Source: an optimization exercise on an open RTL-to-GDS flow (aim: a short achievable clock period and few clock cycles per item). Production flows keep margins and buffers that such runs may drop.
In this exercise RTL edits were held to simulation tests only and were not proved equivalent to the original.
No run shown here takes its clock network from TritonCTS; it comes from the design's own scripts or RTL.
No driver is modelled on the clock port, so clock power and skew are understated where the tree is cut down; a real chip needs a root buffer or a tree.
Power figures rest on the tool's default switching activity, not on a simulated workload.

$ cat flow/config.mk
export PLATFORM = sky130hd
export DESIGN_NAME = small_set_membership_table
export DESIGN_NICKNAME = small_set_membership_table
export VERILOG_FILES = /design/flow/design.v
export SDC_FILE = /design/flow/constraint.sdc
export NUM_CORES = 4
export LEC_CHECK = 0
export ABC_CLOCK_PERIOD_IN_PS = 1000
export CAP_MARGIN = 20
export CORE_MARGIN = 2
export CORE_UTILIZATION = 65
export PLACE_DENSITY = 0.75
export SETUP_SLACK_MARGIN = 4.0
export SLEW_MARGIN = 20
export SYNTH_HIERARCHICAL = 1
export PRE_CTS_TCL = /design/flow/flow/cts_hook.tcl
export BT_CLUSTER = 28
export BT_ROOT = sky130_fd_sc_hd__buf_16
export BT_NROOT = 4
export MIN_CLK_ROUTING_LAYER = met4
$ cat flow/constraint.sdc
create_clock -name core_clock -period 6.0 [get_ports {clk_i}]
set_input_delay 1.2000 -clock core_clock [delete_from_list [all_inputs] [get_ports {clk_i}]]
set_output_delay 1.2000 -clock core_clock [all_outputs]
set_load 0.01 [all_outputs]
$ cat flow/design.v
`default_nettype none
package ssmt_pkg;
  localparam int unsigned OP_W           = 2;
  localparam int unsigned VALUE_W        = 16;
  localparam int unsigned COUNT_W        = 7;
  localparam int unsigned DEF_CAPACITY   = 64;
  localparam int unsigned DEF_ELEM_WIDTH = 16;
  typedef enum logic [OP_W-1:0] {
    OP_INSERT = 2'd0,
    OP_DELETE = 2'd1,
    OP_QUERY  = 2'd2,
    OP_CLEAR  = 2'd3
  } ssmt_op_e;
  typedef struct packed {
    logic ins_en;
    logic del_en;
  } ssmt_ctl_t;
endpackage
`default_nettype wire
`default_nettype none
module ssmt_cell #(
  parameter int unsigned ELEM_WIDTH = ssmt_pkg::DEF_ELEM_WIDTH,
  parameter bit          INV        = 1'b0
) (
  input  wire logic                   clk_i,
  input  wire logic                   we_i,
  input  wire logic [ELEM_WIDTH-1:0]  wdata_i,
  input  wire logic [ELEM_WIDTH-1:0]  elem_i,
  output logic                        match_o
);
  logic [ELEM_WIDTH-1:0] entry_q;
  if (INV) begin : g_inv
    assign match_o = entry_q == ~elem_i;
  end else begin : g_true
    assign match_o = entry_q == elem_i;
  end
  always_ff @(posedge clk_i) begin
    if (we_i) begin
      entry_q <= wdata_i;
    end
  end
endmodule
`default_nettype wire
`default_nettype none
module ssmt_member #(
  parameter int unsigned N = 1
) (
  input  wire logic [N-1:0] grp_i,     
  input  wire logic         clr_i,     
  input  wire logic         delok_i,   
  input  wire logic         pend_i,    
  input  wire logic         eqp_i,     
  output logic              member_o
);
  assign member_o = ((|grp_i) && !clr_i && !(delok_i && eqp_i)) || (pend_i && eqp_i);
endmodule
module ssmt_pick #(
  parameter int unsigned W = 1
) (
  input  wire logic         sel_i,
  input  wire logic [W-1:0] one_i,     
  input  wire logic [W-1:0] zero_i,    
  output logic      [W-1:0] y_o
);
  assign y_o = sel_i ? one_i : zero_i;
endmodule
`default_nettype wire
`default_nettype none
module ssmt_ffz #(
  parameter int unsigned W   = 4,
  parameter int unsigned SUB = 4
) (
  input  wire logic         sel_i,
  input  wire logic [W-1:0] free_i,
  output logic      [W-1:0] first_o
);
  localparam int unsigned NS = W / SUB;
  logic [NS-1:0] any;
  logic [NS-1:0] lead;    
  for (genvar s = 0; s < NS; s++) begin : g_sub
    assign any[s] = |free_i[s*SUB +: SUB];
    if (s == 0) begin : g_s0
      assign lead[s] = sel_i && any[s];
    end else begin : g_sn
      assign lead[s] = sel_i && any[s] && !(|any[s-1:0]);
    end
    for (genvar j = 0; j < SUB; j++) begin : g_slot
      if (j == 0) begin : g_j0
        assign first_o[s*SUB+j] = lead[s] && free_i[s*SUB+j];
      end else begin : g_jn
        assign first_o[s*SUB+j] = lead[s] && free_i[s*SUB+j] && !(|free_i[s*SUB +: j]);
      end
    end
  end
endmodule
module ssmt_atleast4 #(
  parameter int unsigned NS = 1
) (
  input  wire logic [NS-1:0][3:0] th_i,
  output logic                    ok_o
);
  localparam int unsigned LV = (NS > 1) ? $clog2(NS) : 1;
  localparam int unsigned NP = 1 << LV;
  logic [LV:0][NP-1:0][4:1] node;
  for (genvar n = 0; n < NP; n++) begin : g_leaf
    if (n < NS) begin : g_in
      assign node[0][n] = th_i[n];
    end else begin : g_pad
      assign node[0][n] = '0;
    end
  end
  for (genvar l = 0; l < LV; l++) begin : g_lv
    for (genvar n = 0; n < (NP >> (l + 1)); n++) begin : g_node
      logic [4:0] a, b;
      assign a = {node[l][2*n], 1'b1};
      assign b = {node[l][2*n+1], 1'b1};
      for (genvar k = 1; k <= 4; k++) begin : g_k
        logic [k:0] t;
        for (genvar i = 0; i <= k; i++) begin : g_i
          assign t[i] = a[i] && b[k-i];
        end
        assign node[l+1][n][k] = |t;
      end
    end
    for (genvar n = (NP >> (l + 1)); n < NP; n++) begin : g_unused
      assign node[l+1][n] = '0;
    end
  end
  assign ok_o = node[LV][0][4];
endmodule
`default_nettype wire
`default_nettype none
module small_set_membership_table #(
  parameter int unsigned CAPACITY   = ssmt_pkg::DEF_CAPACITY,
  parameter int unsigned ELEM_WIDTH = ssmt_pkg::DEF_ELEM_WIDTH
) (
  input  wire logic                          clk_i,
  input  wire logic                          rst_ni,
  input  wire logic                          start_i,
  output logic                               busy_o,
  input  wire logic [ssmt_pkg::OP_W-1:0]     op_i,
  input  wire logic [ssmt_pkg::VALUE_W-1:0]  value_i,
  output logic                               valid_o,
  output logic                               was_member_o,
  output logic [ssmt_pkg::COUNT_W-1:0]       count_o,
  output logic                               empty_res_o,
  output logic                               full_res_o,
  output logic                               rejected_o
);
  localparam int unsigned CNT_W = $clog2(CAPACITY + 1);
  localparam int unsigned NGRP  = 4;
  localparam int unsigned SUB   = 4;                       
  localparam int unsigned GRP   = ((CAPACITY + 2 + 3 * NGRP + 1 + NGRP * SUB - 1) / (NGRP * SUB)) * SUB;
  localparam int unsigned PHYS  = NGRP * GRP;
  localparam int unsigned NSUB  = PHYS / SUB;
  localparam int unsigned OR_W  = 4;                       
  localparam int unsigned NOR   = (PHYS + OR_W - 1) / OR_W;
  localparam int unsigned NCOPY = 4;                       
  assign busy_o = 1'b0;
  logic                          a_vld_q;
  logic [ssmt_pkg::OP_W-1:0]     a_op_q;
  logic [NCOPY-1:0][ELEM_WIDTH-1:0] a_vc_q;
  always_ff @(posedge clk_i or negedge rst_ni) begin
    if (!rst_ni) begin
      a_vld_q <= 1'b0;
    end else begin
      a_vld_q <= start_i;
    end
  end
  always_ff @(posedge clk_i) begin
    a_op_q    <= op_i;
    a_vc_q[0] <= ELEM_WIDTH'(value_i);
    a_vc_q[1] <= ~(ELEM_WIDTH'(value_i));
    if (start_i) begin
      a_vc_q[2] <= ELEM_WIDTH'(value_i);
      a_vc_q[3] <= ~(ELEM_WIDTH'(value_i));
    end
  end
  logic a_ins, a_del, a_clr;
  assign a_ins = a_vld_q && a_op_q == ssmt_pkg::OP_INSERT;
  assign a_del = a_vld_q && a_op_q == ssmt_pkg::OP_DELETE;
  assign a_clr = a_vld_q && a_op_q == ssmt_pkg::OP_CLEAR;
  logic [PHYS-1:0]  valid_q, valid_d;
  logic [PHYS-1:0]  pslot_q;          
  logic             pend_q;           
  logic [PHYS-1:0]  fs_q, fs_d;       
  logic [PHYS-1:0]  live;             
  logic [PHYS-1:0] live_h;
  logic            pendn_q, pend_nr_q, pendn_nr_q;
  for (genvar i = 0; i < PHYS; i++) begin : g_live
    if (i < PHYS / 2) begin : g_lo
      assign live[i]   = valid_q[i] || (pslot_q[i] && pend_q);
      assign live_h[i] = valid_q[i] || (pslot_q[i] && pend_nr_q);
    end else begin : g_hi
      assign live[i]   = valid_q[i] || (pslot_q[i] && !pendn_q);
      assign live_h[i] = valid_q[i] || (pslot_q[i] && !pendn_nr_q);
    end
  end
  logic [PHYS-1:0]       match;
  logic [ELEM_WIDTH-1:0] b_v_q;
  logic [ELEM_WIDTH-1:0] b_vn_q;     
  for (genvar i = 0; i < PHYS; i++) begin : g_cell
    localparam int unsigned C = i * NCOPY / PHYS;
    ssmt_cell #(
      .ELEM_WIDTH(ELEM_WIDTH),
      .INV       (C % 2 == 1)
    ) u_cell (
      .clk_i  (clk_i),
      .we_i   (b_ins && fs_q[i]),
      .wdata_i(b_v_q),
      .elem_i (a_vc_q[C]),
      .match_o(match[i])
    );
  end
  logic                          b_vld_q;
  logic                          b_ins, b_del, b_clr;
  logic [PHYS-1:0]               b_m_q;     
  logic [NOR-1:0]                b_g_q;     
  logic                          b_eqp_q;   
  logic                          delok_q;   
  logic                          clr_q;     
  logic [PHYS-1:0]               hit;
  assign hit = match & live_h;
  always_ff @(posedge clk_i or negedge rst_ni) begin
    if (!rst_ni) begin
      b_vld_q <= 1'b0;
      b_ins   <= 1'b0;
      b_del   <= 1'b0;
      b_clr   <= 1'b0;
    end else begin
      b_vld_q <= a_vld_q;
      b_ins   <= a_ins;
      b_del   <= a_del;
      b_clr   <= a_clr;
    end
  end
  always_ff @(posedge clk_i) begin
    b_v_q   <= ~a_vc_q[3];
    b_vn_q  <= a_vc_q[3];
    b_m_q   <= hit;
    b_eqp_q <= a_vc_q[3] == b_vn_q;
  end
  for (genvar j = 0; j < NOR; j++) begin : g_or
    localparam int unsigned LO = j * OR_W;
    localparam int unsigned HI = (LO + OR_W < PHYS) ? LO + OR_W : PHYS;
    always_ff @(posedge clk_i) begin
      b_g_q[j] <= |hit[HI-1:LO];
    end
  end
  logic [CNT_W-1:0] count_q, count_d;
  logic             full_q, full_d;
  logic             empty_d;
  logic             member;
  logic             ins_ok, del_ok;
  ssmt_member #(
    .N(NOR)
  ) u_member (
    .grp_i   (b_g_q),
    .clr_i   (clr_q),
    .delok_i (delok_q),
    .pend_i  (pend_q),
    .eqp_i   (b_eqp_q),
    .member_o(member)
  );
  always_comb begin
    if (b_clr) begin
      valid_d = '0;
    end else begin
      valid_d = live & ~({PHYS{b_del}} & (b_m_q | (pslot_q & {{(PHYS - PHYS / 2){!pendn_q && b_eqp_q}},
                                                                {(PHYS / 2){pend_q && b_eqp_q}}})));
    end
  end
  logic [PHYS-1:0]           freev;
  logic [NSUB-1:0][3:0]      lack_q, lack_d;    
  logic [NGRP-1:0]           short_q, short_d;
  logic [NGRP-1:0]           gsel_q, gsel_d;
  assign freev = ~(valid_q | pslot_q | fs_q);
  for (genvar s = 0; s < NSUB; s++) begin : g_cnt
    logic [SUB-1:0] f;
    logic [SUB:0]   one, two, three, four;
    assign f        = freev[s*SUB +: SUB];
    assign one[0]   = 1'b0;
    assign two[0]   = 1'b0;
    assign three[0] = 1'b0;
    assign four[0]  = 1'b0;
    for (genvar j = 0; j < SUB; j++) begin : g_slot
      assign one[j+1]   = one[j] || f[j];
      assign two[j+1]   = two[j] || (one[j] && f[j]);
      assign three[j+1] = three[j] || (two[j] && f[j]);
      assign four[j+1]  = four[j] || (three[j] && f[j]);
    end
    assign lack_d[s] = ~{four[SUB], three[SUB], two[SUB], one[SUB]};
  end
  for (genvar g = 0; g < NGRP; g++) begin : g_grp
    logic ok;
    ssmt_atleast4 #(
      .NS(GRP / SUB)
    ) u_atleast4 (
      .th_i(~lack_q[g*(GRP/SUB) +: GRP/SUB]),
      .ok_o(ok)
    );
    assign short_d[g] = !ok;
    ssmt_ffz #(
      .W  (GRP),
      .SUB(SUB)
    ) u_ffz (
      .sel_i  (gsel_q[g]),
      .free_i (freev[g*GRP +: GRP]),
      .first_o(fs_d[g*GRP +: GRP])
    );
    if (g == 0) begin : g_first
      assign gsel_d[g] = !short_q[g];
    end else begin : g_rest
      assign gsel_d[g] = !short_q[g] && (&short_q[g-1:0]);
    end
  end
  logic [CNT_W-1:0] cnt_mem, cnt_non;
  logic             at_one, at_top;    
  logic             at_zero;           
  assign at_one  = count_q == CNT_W'(1);
  assign at_top  = count_q == CNT_W'(CAPACITY - 1);
  assign at_zero = count_q == '0;
  always_comb begin
    if (b_clr) begin
      cnt_mem = '0;
      cnt_non = '0;
    end else begin
      cnt_mem = b_del ? count_q - CNT_W'(1) : count_q;
      cnt_non = (b_ins && !full_q) ? count_q + CNT_W'(1) : count_q;
    end
  end
  logic rej_d;
  ssmt_pick #(
    .W(CNT_W + 5)
  ) u_pick (
    .sel_i (member),
    .one_i ({cnt_mem, !b_clr && !b_del && full_q, b_clr || (b_del && at_one),
             1'b0, b_del, 1'b0}),
    .zero_i({cnt_non, !b_clr && (full_q || (b_ins && at_top)), b_clr || (at_zero && !b_ins),
             b_ins && !full_q, 1'b0, b_ins && full_q}),
    .y_o   ({count_d, full_d, empty_d, ins_ok, del_ok, rej_d})
  );
  always_ff @(posedge clk_i or negedge rst_ni) begin
    if (!rst_ni) begin
      valid_q <= '0;
      pend_q  <= 1'b0;
      pendn_q <= 1'b1;
      fs_q    <= '0;
      delok_q <= 1'b0;
      clr_q   <= 1'b0;
      short_q <= '0;
      gsel_q  <= NGRP'(1);
      count_q <= '0;
      full_q  <= 1'b0;
    end else begin
      valid_q <= valid_d;
      pend_q  <= ins_ok;
      pendn_q <= !ins_ok;
      fs_q    <= fs_d;
      delok_q <= del_ok;
      clr_q   <= b_clr;
      short_q <= short_d;
      gsel_q  <= gsel_d;
      count_q <= count_d;
      full_q  <= full_d;
    end
  end
  always_ff @(posedge clk_i) begin
    pslot_q <= fs_q;
    lack_q  <= lack_d;
    pend_nr_q  <= ins_ok;
    pendn_nr_q <= !ins_ok;
  end
  logic                          valid_q_r;
  logic                          was_q, empty_q, full_r_q, rej_q;
  logic [ssmt_pkg::COUNT_W-1:0]  cnt_res_q;
  always_ff @(posedge clk_i or negedge rst_ni) begin
    if (!rst_ni) begin
      valid_q_r <= 1'b0;
    end else begin
      valid_q_r <= b_vld_q;
    end
  end
  always_ff @(posedge clk_i) begin
    was_q     <= member;
    cnt_res_q <= ssmt_pkg::COUNT_W'(count_d);
    empty_q   <= empty_d;
    full_r_q  <= full_d;
    rej_q     <= rej_d;
  end
  assign valid_o      = valid_q_r;
  assign was_member_o = was_q;
  assign count_o      = cnt_res_q;
  assign empty_res_o  = empty_q;
  assign full_res_o   = full_r_q;
  assign rejected_o   = rej_q;
endmodule
`default_nettype wire
$ cat flow/flow/run.sh
#!/bin/bash
# The standard layout, with the output registers moved next to their port
# buffers (flow/place_tweak.tcl) and the clock tree built by flow/clock_tree.tcl in
# place of TritonCTS (hooked in through ORFS's PRE_CTS_TCL). Clock nets are
# routed on met4 and met5.
set -euo pipefail
W=$(pwd)
{
  echo "export PRE_CTS_TCL = $W/flow/cts_hook.tcl"
  echo "export BT_CLUSTER = 28"
  echo "export BT_ROOT = sky130_fd_sc_hd__buf_16"
  echo "export BT_NROOT = 4"
  echo "export MIN_CLK_ROUTING_LAYER = met4"
} >> config.mk
bash standard.sh finish > "$W/standard_flow.log" 2>&1
$ cat flow/flow/clock_tree.tcl
# Build a two-level clock tree by hand: the clock port drives NROOT root
# buffers, each drives a group of leaf buffers, each leaf buffer drives a
# cluster of about CLUSTER flip-flop clock pins that lie close together.
proc bt_env {name default} {
  if {[info exists ::env($name)] && $::env($name) ne ""} { return $::env($name) }
  return $default
}

# Split items ({x y payload}) into k groups of near-equal size that are
# compact: sort into s vertical strips by x, then each strip by y into chunks.
proc bt_split {items k} {
  set n [llength $items]
  if {$k <= 1 || $n <= 1} { return [list $items] }
  set s [expr {max(1, int(round(sqrt($k))))}]
  set byx [lsort -real -index 0 $items]
  set groups {}
  set start 0
  set kleft $k
  for {set i 0} {$i < $s} {incr i} {
    # groups in this strip
    set kstrip [expr {int(round(double($kleft) / ($s - $i)))}]
    if {$kstrip < 1} { set kstrip 1 }
    set nstrip [expr {int(round(double($n - $start) * $kstrip / $kleft))}]
    set strip [lrange $byx $start [expr {$start + $nstrip - 1}]]
    set start [expr {$start + $nstrip}]
    set kleft [expr {$kleft - $kstrip}]
    set byy [lsort -real -index 1 $strip]
    set m [llength $byy]
    set b 0
    for {set j 0} {$j < $kstrip} {incr j} {
      set e [expr {int(round(double($m) * ($j + 1) / $kstrip))}]
      set g [lrange $byy $b [expr {$e - 1}]]
      if {[llength $g]} { lappend groups $g }
      set b $e
    }
  }
  return $groups
}

proc bt_centroid {g} {
  set sx 0.0; set sy 0.0
  foreach it $g { set sx [expr {$sx + [lindex $it 0]}]; set sy [expr {$sy + [lindex $it 1]}] }
  return [list [expr {$sx / [llength $g]}] [expr {$sy / [llength $g]}]]
}

proc bt_place {inst x y} {
  set m [$inst getMaster]
  set block [ord::get_db_block]
  set core [$block getCoreArea]
  set w [$m getWidth]; set h [$m getHeight]
  set px [expr {int($x - $w / 2)}]
  set py [expr {int($y - $h / 2)}]
  set px [expr {max([$core xMin], min([$core xMax] - $w, $px))}]
  set py [expr {max([$core yMin], min([$core yMax] - $h, $py))}]
  $inst setLocation $px $py
  $inst setPlacementStatus PLACED
}

proc build_clock_tree {args} {
  set block [ord::get_db_block]
  set db [ord::get_db]
  set cluster [bt_env BT_CLUSTER 32]
  set nroot [bt_env BT_NROOT 4]
  set leafm [$db findMaster [bt_env BT_LEAF sky130_fd_sc_hd__clkbuf_16]]
  set rootm [$db findMaster [bt_env BT_ROOT sky130_fd_sc_hd__clkbuf_16]]
  set clk [$block findNet [bt_env BT_CLK clk_i]]
  set sinks {}
  foreach it [$clk getITerms] {
    set inst [$it getInst]
    set bb [$inst getBBox]
    lappend sinks [list [expr {([$bb xMin] + [$bb xMax]) / 2.0}] [expr {([$bb yMin] + [$bb yMax]) / 2.0}] $it]
  }
  set n [llength $sinks]
  set k [expr {max(1, int(ceil(double($n) / $cluster)))}]
  puts "build_clock_tree: $n sinks, $k leaf buffers, $nroot root buffers"
  set leaves {}
  set i 0
  foreach g [bt_split $sinks $k] {
    set c [bt_centroid $g]
    set inst [odb::dbInst_create $block $leafm "clkbuf_leaf_$i\_clk"]
    set net [odb::dbNet_create $block "clknet_leaf_$i\_clk"]
    $net setSigType CLOCK
    bt_place $inst [lindex $c 0] [lindex $c 1]
    [$inst findITerm X] connect $net
    foreach s $g {
      set it [lindex $s 2]
      $it disconnect
      $it connect $net
    }
    lappend leaves [list [lindex $c 0] [lindex $c 1] $inst]
    incr i
  }
  set j 0
  foreach g [bt_split $leaves $nroot] {
    set c [bt_centroid $g]
    set inst [odb::dbInst_create $block $rootm "clkbuf_root_$j\_clk"]
    set net [odb::dbNet_create $block "clknet_root_$j\_clk"]
    $net setSigType CLOCK
    bt_place $inst [lindex $c 0] [lindex $c 1]
    [$inst findITerm X] connect $net
    [$inst findITerm A] connect $clk
    foreach l $g { [[lindex $l 2] findITerm A] connect $net }
    incr j
  }
}
$ cat flow/flow/cts_hook.tcl
# PRE_CTS hook: move the output registers next to their port buffers, then
# replace TritonCTS with the two-level tree of clock_tree.tcl. The rest of the
# CTS step (legalisation, timing repair) runs as usual.
source [file join [file dirname [info script]] place_tweak.tcl]
source [file join [file dirname [info script]] clock_tree.tcl]
rename clock_tree_synthesis tritoncts_clock_tree_synthesis
proc clock_tree_synthesis {args} {
  pull_output_registers
  build_clock_tree
}
$ cat flow/flow/place_tweak.tcl
# Move each register that drives an output port's buffer next to that
# buffer, so the register's output wire is short, and make the buffer a
# plain buf_4 (port buffering picks a delay buffer); legalisation follows.
proc pull_output_registers {} {
  set block [ord::get_db_block]
  set bufm [[ord::get_db] findMaster sky130_fd_sc_hd__buf_4]
  set n 0
  foreach bt [$block getBTerms] {
    if {[$bt getIoType] ne "OUTPUT"} { continue }
    set net [$bt getNet]
    if {$net eq "NULL"} { continue }
    set buf ""
    foreach it [$net getITerms] {
      if {[$it isOutputSignal]} { set buf [$it getInst] }
    }
    if {$buf eq ""} { continue }
    $buf swapMaster $bufm
    set src ""
    foreach it [$buf getITerms] {
      if {[$it isInputSignal]} {
        set n2 [$it getNet]
        if {$n2 eq "NULL"} { continue }
        foreach it2 [$n2 getITerms] {
          if {[$it2 isOutputSignal]} { set src [$it2 getInst] }
        }
      }
    }
    if {$src eq ""} { continue }
    if {![[$src getMaster] isSequential]} { continue }
    set loc [$buf getLocation]
    $src setLocation [lindex $loc 0] [lindex $loc 1]
    $src setPlacementStatus PLACED
    incr n
  }
  puts "pull_output_registers: moved $n registers"
}
$ cat flow/standard.sh
#!/bin/bash
# synth_recipe.tcl (not shown) runs the flow's synth.tcl, then flattens the netlist and writes it again
# the make line also repeats each setting of config.mk as NAME=value (left out here)
make -C /OpenROAD-flow-scripts/flow DESIGN_CONFIG=/design/flow/config.mk WORK_HOME=/design/flow/orfs CLKGATE_MAP_FILE= SYNTH_SCRIPT=/design/flow/synth_recipe.tcl "${@:-finish}"
==> impl_metrics.ini, run 1 <==
[cells_and_area]
finalNetCount = 4976
fin_area_um2 = 78640
finalNonFillerCells = 6449
regArea_um2 = 50970
num-fill-cells = 7459
diodes = 0
drive_gt1_share_pct = 9.315
postLayoutCoreUtil_pct = 70.19
multiInputGateArea_um2 = 21780
area_growth_pct = 7.622

[placed_design]
io_buffers = 32
place_area_um2 = 75810
dpl.cell_count = 6361
place.gp.congestion = 0.8302
dp_hpwl_mm = 101.8
dpl_worst_slack_ps = 3351

[sta]
clock_skew_ps = 30.92
slew_violations = 0
min_period_ps = 2216
slew_headroom_pct = 27.23
rsz0062_at_grt = yes
hold_violations = 0
fmax_mhz = 451.4
worst_slack_ps = 3784
finalSetupViolCount = 0
layout_worst_path_cycle_share_pct = 36.93
setup_tns_ps = 0
tightest_slew_ps = 1092
timing.hold.ws_ps = 395.6

[setup_path]
crit_cells = 1
r2r_slack_ps = 3900
reg2reg_depth = 4
cp_data_arrival_time_ps = 1020
rr_startpoint = b_g_q[8]$_DFF_P_
cp_max_fo = 1
path_class = flip-flop to output port
critical-path-slowest-cell = dfrtp_1
critPathLaunch = valid_q_r$_DFF_PN0_
r2r-end = count_q[2]$_DFF_PN0_
setup.worst_path.start_class = flip-flop
end_kind = output port
cpPeakStageDelay_ps = 390
crit_path_cell_trace = buf_6
crit_buf_inv = 1
required_ps = 4800
cp_top_family = flip-flops
critPathCapture = valid_o

[die]
die_h_um = 339.3
die-area_um2 = 115100
die_x_um = 339.3
start_util_pct = 65.22
core-area_um2 = 112000
boundaryPins = 34
std_cell_rows = 123

[yosys]
yosys_warnings = 9
ys_types = 62
synth_ff_type = edfxtp_1
synth_edf_count = 1312
synth_area_per_cell_um2 = 15.24
ys_ff_latch = 1838
async_reset_ff_share_pct = 10.12
synth-seq-area-share_pct = 69.61
synth.cell_area_um2 = 73070
syn_inst = 4796

[power_and_ir_drop]
leakage_nw = 26.44
total_power_mw = 21.39
power_density_nw_per_um2 = 272.0
peakVddDrop_mv = 0.2601

[run_status]
status = complete, no violations

[drt]
firstDrtPassIters = 5
drt_iter0_markers = 4898
ant_nets = 0
avgViaCountPerCell = 6.361
routed_wl_mm = 186.3
drt-wirelength-per-cell_um = 28.89
num_vias = 41020
drc = 0

[clocking]
cts_hold_buf = 0
clk_latency_ps = 510
clkTransAtPathRegs_ps = 100

[global_route]
grt_max_degree = 80
antenna_found_initial = 7
grt_pass1_wl_mm = 267.9
grt_overflow_total = 0
grt_pass1_vias = 39650
grt_use_total_pct = 31.91

[hold_path]
hp-class = flip-flop to flip-flop
hold_start = fs_q[51]$_DFF_PN0_

[job]
cap_violations = 0
==> worst min-delay path by stage <==
stage / end / slack (ps) / cells past startpoint
3_3_place_gp: valid_q_r$_DFF_PN0_ / 340 / 0
3_5_place_dp: valid_q_r$_DFF_PN0_ / 350 / 0
4_1_cts: pslot_q[51]$_DFF_P_ / 370 / 0
5_1_grt: pslot_q[53]$_DFF_P_ / 400 / 0
2_1_floorplan: valid_q_r$_DFF_PN0_ / 330 / 0
6_report: pslot_q[51]$_DFF_P_ / 400 / 0
==> cell type report <==
cell class                      count  area share, %
Inverter                          136         0.6492
Multi-Input combinational cell   2765          27.70
Buffer                             70          2.240
Tap cell                         1500          2.387
Sequential cell                  1838          64.82
Timing Repair Buffer              140          2.205
==> cells in the mapped netlist, types with 10 or more instances <==
cell | count | area (um^2)
a22oi_1 | 24 | 180.2
nor3_1 | 97 | 485.5
clkbuf_1 | 55 | 206.5
a21o_1 | 81 | 608.1
nor4b_2 | 12 | 180.2
mux2_4 | 10 | 150.1
o21ai_0 | 34 | 170.2
a211oi_1 | 101 | 758.2
nand2_1 | 30 | 112.6
nor4_1 | 19 | 118.9
dfxtp_1 | 340 | 6807
edfxtp_1 | 1312 | 39400
nor4_2 | 87 | 1089
or3_1 | 22 | 137.6
nor3b_1 | 18 | 135.1
xnor2_1 | 658 | 5763
nand4_1 | 324 | 2027
or4_1 | 26 | 195.2
o21a_1 | 40 | 300.3
dfrtp_1 | 184 | 4604
maj3_1 | 20 | 200.2
a21oi_1 | 136 | 680.7
nand3_1 | 38 | 190.2
nor2b_1 | 73 | 456.7
inv_1 | 136 | 510.5
xor2_1 | 644 | 5640
nor2_1 | 64 | 240.2
and2_1 | 101 | 631.9
==> state kept, by name (all words and copies together), names as in the netlist, 4 cells and up <==
name / flops
lack_q: 80
b_g_q: 20
fs_q: 80
cnt_res_q: 7
g_cell.u_cell.entry_q: 1280
pslot_q: 80
count_q: 7
valid_q: 80
b_v_q: 16
short_q: 4
b_vn_q: 16
b_m_q: 80
a_vc_q: 64
gsel_q: 4
==> worst reg2reg max path: cells and delay by family (launching register included) <==
family / cells / cell delay (ps)
simple gates: 1 / 510
flops: 1 / 420
mux: 1 / 400
compound gates: 2 / 660
==> what timing repair did <==
action	in CTS	in global routing
gates cloned	2	1
endpoints found under the setup margin	1101	635
buffers inserted	15	0
gates resized for setup	157	126
pin swaps	3	8
endpoints found under the hold margin	0	0
==> report_power, final <==
group / internal (mW) / leakage [nW] / switching, mW / total [mW]
clock: 2.11 / 0.864 / 3.48 / 5.60
combinational: 0.563 / 8.41 / 1.18 / 1.74
sequential: 13.8 / 17.2 / 0.262 / 14.1
==> layout by cell type, fill, tap and decap left out, types with 57 or more instances in the layout <==
cell type and count:
a211oi_1 101, a21o_1 81, a21oi_1 136, buf_6 57
clkbuf_16 66, dfrtp_1 179, dfxtp_1 305, edfxtp_1 1312
inv_1 134, nand4_1 324, nor2_1 64, nor2b_1 70
nor3_1 88, nor4_2 76, xnor2_1 658, xor2_1 643
==> layer usage <==
metal | track usage [%] | part of all wire (%)
met1 | 48.69 | 42
met2 | 50.07 | 46
met3 | 2.587 | 8.9
met4 | 7.541 | 2.8
met5 | 6.658 | 0.36
==> logic make-up (layout without fill, tap and decap cells) <==
logic type,after synthesis,in the layout,share of synthesized area (%)
adder cells (fa/ha/maj),24,24,0.3425
buffers and inverters,197,346,1.039
flip-flops,1838,1838,69.61
AO/OA/AOI/OAI,440,441,4.003
AND/OR/NAND/NOR,981,981,9.147
multiplexers,13,13,0.2500
other,1,4,0.005132
XOR/XNOR,1302,1302,15.61
Testbench counts, summed over its fixed seeds: cycles 32,024, items 32,000.
==> run 2: changes to the inputs <==
--- a/flow/config.mk
+++ b/flow/config.mk
@@ -12,3 +12,3 @@
 export PLACE_DENSITY = 0.75
-export SETUP_SLACK_MARGIN = 4.0
+export SETUP_SLACK_MARGIN = 4.2
 export SLEW_MARGIN = 20
==> run 2 against run 1 <==
Effect of this change:
- sequential share of layout area down 2.1 points
- largest cell class unchanged
- clock power barely moved
- largest power group unchanged
- highest routed layer unchanged
- still clean
- register-to-register slack better by 150 ps
- synthesized cell count is the same
- first-iteration DRC count fell by 3.8%
- critical path depth stayed put
- sequential power about the same
- cell area increased by 3.6%
- synthesized area is the same
- critical path type unchanged
- via count is 0.87% higher
==> impl_metrics.ini, run 2 <==
[run_status]
status = complete, no violations

[setup_path]
crit_path_cell_trace = buf_6
crit_buf_inv = 1
cp_max_fo = 1
cp_top_family = flip-flops
path_class = flip-flop to output port
rr_startpoint = a_vc_q[48]$_DFFE_PP_
end_kind = output port
cpPeakStageDelay_ps = 390
cp_data_arrival_time_ps = 1020
required_ps = 4800
setup.worst_path.start_class = flip-flop
critical-path-slowest-cell = dfrtp_1
critPathLaunch = valid_q_r$_DFF_PN0_

[clocking]
clk_latency_ps = 520
clkTransAtPathRegs_ps = 100

[yosys]
synth_ff_type = edfxtp_1
synth-seq-area-share_pct = 69.61
ys_ff_latch = 1838
yosysMostFrequentCell = edfxtp_1
yosysTopAreaCell = edfxtp_1
synth.mux.area_fraction_pct = 0.2500
yosys_warnings = 9
ys_types = 62
synth_top_cells_by_count = edfxtp_1 (1312), xnor2_1 (658), xor2_1 (644)
yosys.area.top_type_share_pct = 53.92
synth-simple-area-share_pct = 9.147
synth_edf_count = 1312
synth_area_leaders = edfxtp_1 (54%), dfxtp_1 (9.3%), xnor2_1 (7.9%), xor2_1 (7.7%), dfrtp_1 (6.3%)
syn_inst = 4796
synth_top_family_by_area = XOR/XNOR gates
synth.cell_area_um2 = 73070
synth_compound_area_share_pct = 4.003
synth_area_per_cell_um2 = 15.24
synth_xor_area_share_pct = 15.61
yosys.area_share.adder_pct = 0.3425
async_reset_ff_share_pct = 10.12

[sta]
finalSetupViolCount = 0
hold_violations = 0
slew_violations = 0
min_period_ps = 2218
rsz0062_at_grt = yes
fmax_mhz = 450.9
clock_skew_ps = 33.05
setup_tns_ps = 0
layout_worst_path_cycle_share_pct = 36.96
slew_headroom_pct = 39.26
tightest_slew_ps = 911.1

[global_route]
grt_use_total_pct = 31.92
antenna_found_initial = 8
grt_max_degree = 71
grt_pass1_wl_mm = 268.0
grt_pass1_vias = 39900
grt_overflow_total = 0

[cells_and_area]
regArea_um2 = 51080
regMostFlops = g_cell.u_cell.entry_q
area_growth_pct = 11.50
final_common_cell = edfxtp_1
diodes = 0
finalNonFillerCells = 6559
multiInputGateArea_um2 = 22300
finalNetCount = 5086
postLayoutCoreUtil_pct = 72.72
drive_gt1_share_pct = 13.78
largest_reg_flops = 1280
layout_common_cells = edfxtp_1 (1312), xnor2_1 (649), xor2_1 (640)
num-fill-cells = 7031

[drt]
drc = 0
avgViaCountPerCell = 6.308
num_vias = 41380
routed_wl_mm = 191.8
ant_nets = 0
drt_iter0_markers = 4711
drt-wirelength-per-cell_um = 29.24
firstDrtPassIters = 5

[placed_design]
io_buffers = 32
dp_hpwl_mm = 95.13
dpl.cell_count = 6338
place.gp.congestion = 0.8424

[die]
std_cell_rows = 123
boundaryPins = 34
die-area_um2 = 115100
die_h_um = 339.3
die_x_um = 339.3
core-area_um2 = 112000
start_util_pct = 65.22

[job]
cap_violations = 0

[power_and_ir_drop]
leakage_nw = 27.87
total_power_mw = 21.63
peakVddDrop_mv = 0.2826
power_density_nw_per_um2 = 265.5

[hold_path]
hold_start = fs_q[65]$_DFF_PN0_
hp-class = flip-flop to flip-flop
## run 2: cell counts after synthesis
No cell type changed its count.
## run 2: kinds of logic (layout without fill, tap and decap cells)
family / after synthesis / count (layout)
mux: 13 / 13
xor+xnor: 1302 / 1302
buf+inv: 197 / 455
flops: 1838 / 1838
compound gates: 440 / 441
other cells: 1 / 4
fa+ha+maj: 24 / 24
simple gates: 981 / 982
## run 2: worst paths after layout
check                                         to  slack [ps]  cells past startpoint
max                                      valid_o        3780                      1
min                          pslot_q[65]$_DFF_P_         400                      0
max reg2reg                    b_g_q[19]$_DFF_P_        4050                      6
min reg2reg                  pslot_q[65]$_DFF_P_         400                      0
max in group asynchronous    gsel_q[0]$_DFF_PN1_        4720                      2
min in group asynchronous  valid_q[68]$_DFF_PN0_         580                      1
## run 2: timing repair
| action | in CTS | in global routing |
|---|---|---|
| cloned | 8 | 16 |
| endpoints found under the setup margin | 2492 | 236 |
| endpoints found under the hold margin | 0 | 0 |
| hold buffers | 0 | 0 |
| gates resized for setup | 317 | 169 |
| pin swaps | 23 | 117 |
| buffers inserted | 88 | 39 |
## run 2: per-stage QoR
step	hold slack, ps	area (um^2)	setup WS, ps
after floorplan	331.2	73120	4051
after global placement	333.2	75680	3273
after detailed placement	338.8	75680	3295
after CTS	368.1	79990	4013
after global routing	407.1	81480	3766
final	397.2	81480	3782
## run 2: area by class of cell
class	count	share of cell area (%)
Sequential cell	1838	62.69
Multi-Input combinational cell	2766	27.37
Timing Repair Buffer	249	4.833
Tap cell	1500	2.304
Buffer	70	2.162
Inverter	136	0.6450
## run 2: power breakdown
| part | internal (mW) | switching, mW |
|---|---|---|
| registers | 13.8 | 0.261 |
| clock network | 2.11 | 3.50 |
| logic | 0.729 | 1.24 |
## run 2: routing by layer
metal	up-vias	track usage, %	part of all wire [%]
met1	21170	46.87	40
met4	27	7.163	3.0
met2	1908	51.12	46
met5	-	6.863	0.27
li1	18000	-	-
met3	276	4.027	10
==> run 3: changes to the inputs <==
--- a/flow/flow/run.sh
+++ b/flow/flow/run.sh
@@ -9,3 +9,3 @@
   echo "export PRE_CTS_TCL = $W/flow/cts_hook.tcl"
-  echo "export BT_CLUSTER = 28"
+  echo "export BT_CLUSTER = 32"
   echo "export BT_ROOT = sky130_fd_sc_hd__buf_16"
--- a/flow/config.mk
+++ b/flow/config.mk
@@ -12,3 +12,3 @@
 export PLACE_DENSITY = 0.75
-export SETUP_SLACK_MARGIN = 4.2
+export SETUP_SLACK_MARGIN = 4.0
 export SLEW_MARGIN = 20
@@ -16,3 +16,3 @@
 export PRE_CTS_TCL = /design/flow/flow/cts_hook.tcl
-export BT_CLUSTER = 28
+export BT_CLUSTER = 32
 export BT_ROOT = sky130_fd_sc_hd__buf_16
==> run 3 against run 2 <==
Effect of this change:
- die area unchanged
- first-iteration DRC count rose by 0.83%
- sequential share of layout area increased by 2.3 points
- clock power fell by 4.8%
- largest power group unchanged
- final cell count shrank 1.7%
- hold slack is essentially flat
- routed wire length fell by 2.8%
- power is 2.3% lower
- setup slack better by 13 ps
- register-to-register slack worse by 190 ps
- still clean
- via count shrank 0.73%
- combinational power decreased by 12%
- critical endpoint unchanged
==> impl_metrics.ini, run 3 <==
[run_status]
status = complete, no violations

[die]
core-area_um2 = 112000
std_cell_rows = 123
die_x_um = 339.3
boundaryPins = 34
die_h_um = 339.3
die-area_um2 = 115100
start_util_pct = 65.22

[drt]
routed_wl_mm = 186.5
firstDrtPassIters = 5
avgViaCountPerCell = 6.371
drt-wirelength-per-cell_um = 28.92
num_vias = 41080
drt_iter0_markers = 4750
drc = 0
ant_nets = 0

[power_and_ir_drop]
power_frac_seq_pct = 66.5
peakVddDrop_mv = 0.2914
p_switching_mw = 4.876
total_power_mw = 21.13
p_int_mw = 16.26
switching_share_pct = 23.08
leakage_nw = 26.37
pwr-share-comb_pct = 8.2
power_density_nw_per_um2 = 269.2
clockPowerShare_pct = 25.2

[global_route]
grt_pass1_vias = 39660
met1_usage_pct = 48.81
grt_max_degree = 80
grtUsageMet2_pct = 49.97
antenna_found_initial = 9
grt-busiest-layer = met2
use_met3_pct = 2.509
grt_overflow_total = 0
grt_use_total_pct = 31.94
grt_pass1_wl_mm = 268.7

[clocking]
clk_latency_ps = 490
cts_hold_buf = 0
clkTransAtPathRegs_ps = 120

[yosys]
synth.cell_area_um2 = 73070
ys_ff_latch = 1838
yosys_warnings = 9
synth_edf_count = 1312
ys_types = 62
async_reset_ff_share_pct = 10.12
yosys.area.top_type_share_pct = 53.92
synth_area_leaders = edfxtp_1 (54%), dfxtp_1 (9.3%), xnor2_1 (7.9%), xor2_1 (7.7%), dfrtp_1 (6.3%)
synth_ff_type = edfxtp_1
yosysTopAreaCell = edfxtp_1
synth_area_per_cell_um2 = 15.24
yosysMostFrequentCell = edfxtp_1
synth_top_cells_by_count = edfxtp_1 (1312), xnor2_1 (658), xor2_1 (644)
syn_inst = 4796
synth-seq-area-share_pct = 69.61

[setup_path]
cp_data_arrival_time_ps = 1000
cp_top_family = flip-flops
required_ps = 4800
critical-path-slowest-cell = dfrtp_1
setup.worst_path.start_class = flip-flop
crit_cells = 1
crit_buf_inv = 1
cpPeakStageDelay_ps = 410
path_class = flip-flop to output port
reg2reg_depth = 7
cp_max_fo = 1
crit_path_cell_trace = buf_6
end_kind = output port
r2r_slack_ps = 3860

[sta]
min_period_ps = 2204
setup_tns_ps = 0
worst_slack_ps = 3796
layout_worst_path_cycle_share_pct = 36.74
finalSetupViolCount = 0
slew_headroom_pct = 27.98
tightest_slew_ps = 1080
clock_skew_ps = 32.34
rsz0062_at_grt = yes
hold_violations = 0
slew_violations = 0
fmax_mhz = 453.6

[hold_path]
hp-class = flip-flop to flip-flop
whs_path_depth = 0

[placed_design]
io_buffers = 32
dp_hpwl_mm = 101.8
place_area_um2 = 75810
place.gp.congestion = 0.8302
dpl_worst_slack_ps = 3351

[cells_and_area]
regMostFlops = g_cell.u_cell.entry_q
largest_reg_flops = 1280
finalNetCount = 4972
area_growth_pct = 7.411
drive_gt1_share_pct = 9.343
final_common_cell = edfxtp_1
layout_common_cells = edfxtp_1 (1312), xnor2_1 (658), xor2_1 (643)
num-fill-cells = 7495
fin_area_um2 = 78490
postLayoutCoreUtil_pct = 70.05

[job]
cap_violations = 0
[run 3: cell counts after synthesis]
Identical to the previous run, type by type.
[run 3: final timing paths]
check | endpoint | start
max | valid_o | valid_q_r$_DFF_PN0_
min | pslot_q[51]$_DFF_P_ | fs_q[51]$_DFF_PN0_
max reg2reg | pendn_nr_q$_DFF_P_ | b_g_q[8]$_DFF_P_
min reg2reg | pslot_q[51]$_DFF_P_ | fs_q[51]$_DFF_PN0_
max in group asynchronous | fs_q[3]$_DFF_PN0_ | rst_ni
min in group asynchronous | fs_q[76]$_DFF_PN0_ | rst_ni
[run 3: layer usage]
layer  wire, um  share of wire, %
met2      85480                46
met4       5573               3.0
met3      16200               8.7
met1      78490                42
met5        731              0.39
[run 3: stage by stage]
step	std cells	hold WS, ps
global route	6445	408.1
floorplan	4799	331.2
detailed placement	6361	350.4
global placement	6361	335.6
finish	6447	397.4
CTS	6440	372.2
[run 3: power by group through the flow]
| stage | combinational, mW | sequential [mW] | clock [mW] |
|---|---|---|---|
| CTS | 1.70 | 14.3 | 3.99 |
| global route | 1.82 | 14.1 | 5.70 |
| global placement | 1.57 | 14.4 | 0 |
| floorplan | 0.703 | 14.4 | 0 |
| detailed placement | 1.60 | 14.4 | 0 |
| finish | 1.73 | 14.1 | 5.34 |
[run 3: area by class of cell]
class | count | area [um^2] | area share (%)
sequential | 1838 | 50970 | 64.94
timing repair buffer | 144 | 1774 | 2.261
multi-input combinational | 2765 | 21790 | 27.76
inverter | 136 | 510.5 | 0.6504
buffer | 62 | 1562 | 1.990
antenna | 2 | 5.005 | 0.006377
tap | 1500 | 1877 | 2.391
[run 3: logic make-up after synthesis]
group	count (synthesis)	synth area share, %
multiplexers	13	0.2500
AO/OA/AOI/OAI	440	4.003
AND/OR/NAND/NOR	981	9.147
XOR/XNOR	1302	15.61
flip-flops	1838	69.61
buffers and inverters	197	1.039
other	1	0.005132
adder cells (fa/ha/maj)	24	0.3425
[run 3: what timing repair did]
item	CTS	global route
pin swaps	3	6
endpoints found under the setup margin	1101	703
cloned	2	1
gates resized for setup	158	128
buffers inserted	15	4

==> afterwards: timing with drivers on the ports <==
No port has a modelled driver above. Below, the same layouts with a new extraction and two added sets of constraints. Step 1 assumes that a clkbuf_16 drives the clock port and a buf_2 every other input. Step 2 moves the port delays by t, midway between the first and last clock arrival at a register: inputs arrive t later, outputs are due t later. That takes back most of the time a late clock gives input paths. Three values: ideal, step 1, step 2; two values: the first two.
| run | t (ns) | setup slack, ns | hold WS [ns] | worst setup path after step 2 | slew at the worst register clock pin (ns) |
|---|---|---|---|---|---|
| run 1 | 0.663 | 3.784 / 3.614 / 3.897 | 0.396 / 0.396 / 0.396 | register to register | 0.11 / 0.11 |
| run 2 | 0.674 | 3.782 / 3.608 / 4.010 | 0.397 / 0.397 / 0.397 | input, reset recovery | 0.11 / 0.11 |
| run 3 | 0.649 | 3.796 / 3.624 / 3.861 | 0.397 / 0.397 / 0.397 | register to register | 0.12 / 0.12 |
After both steps setup and hold are still met in every run listed. The worst setup slack also covers recovery checks on asynchronous resets.
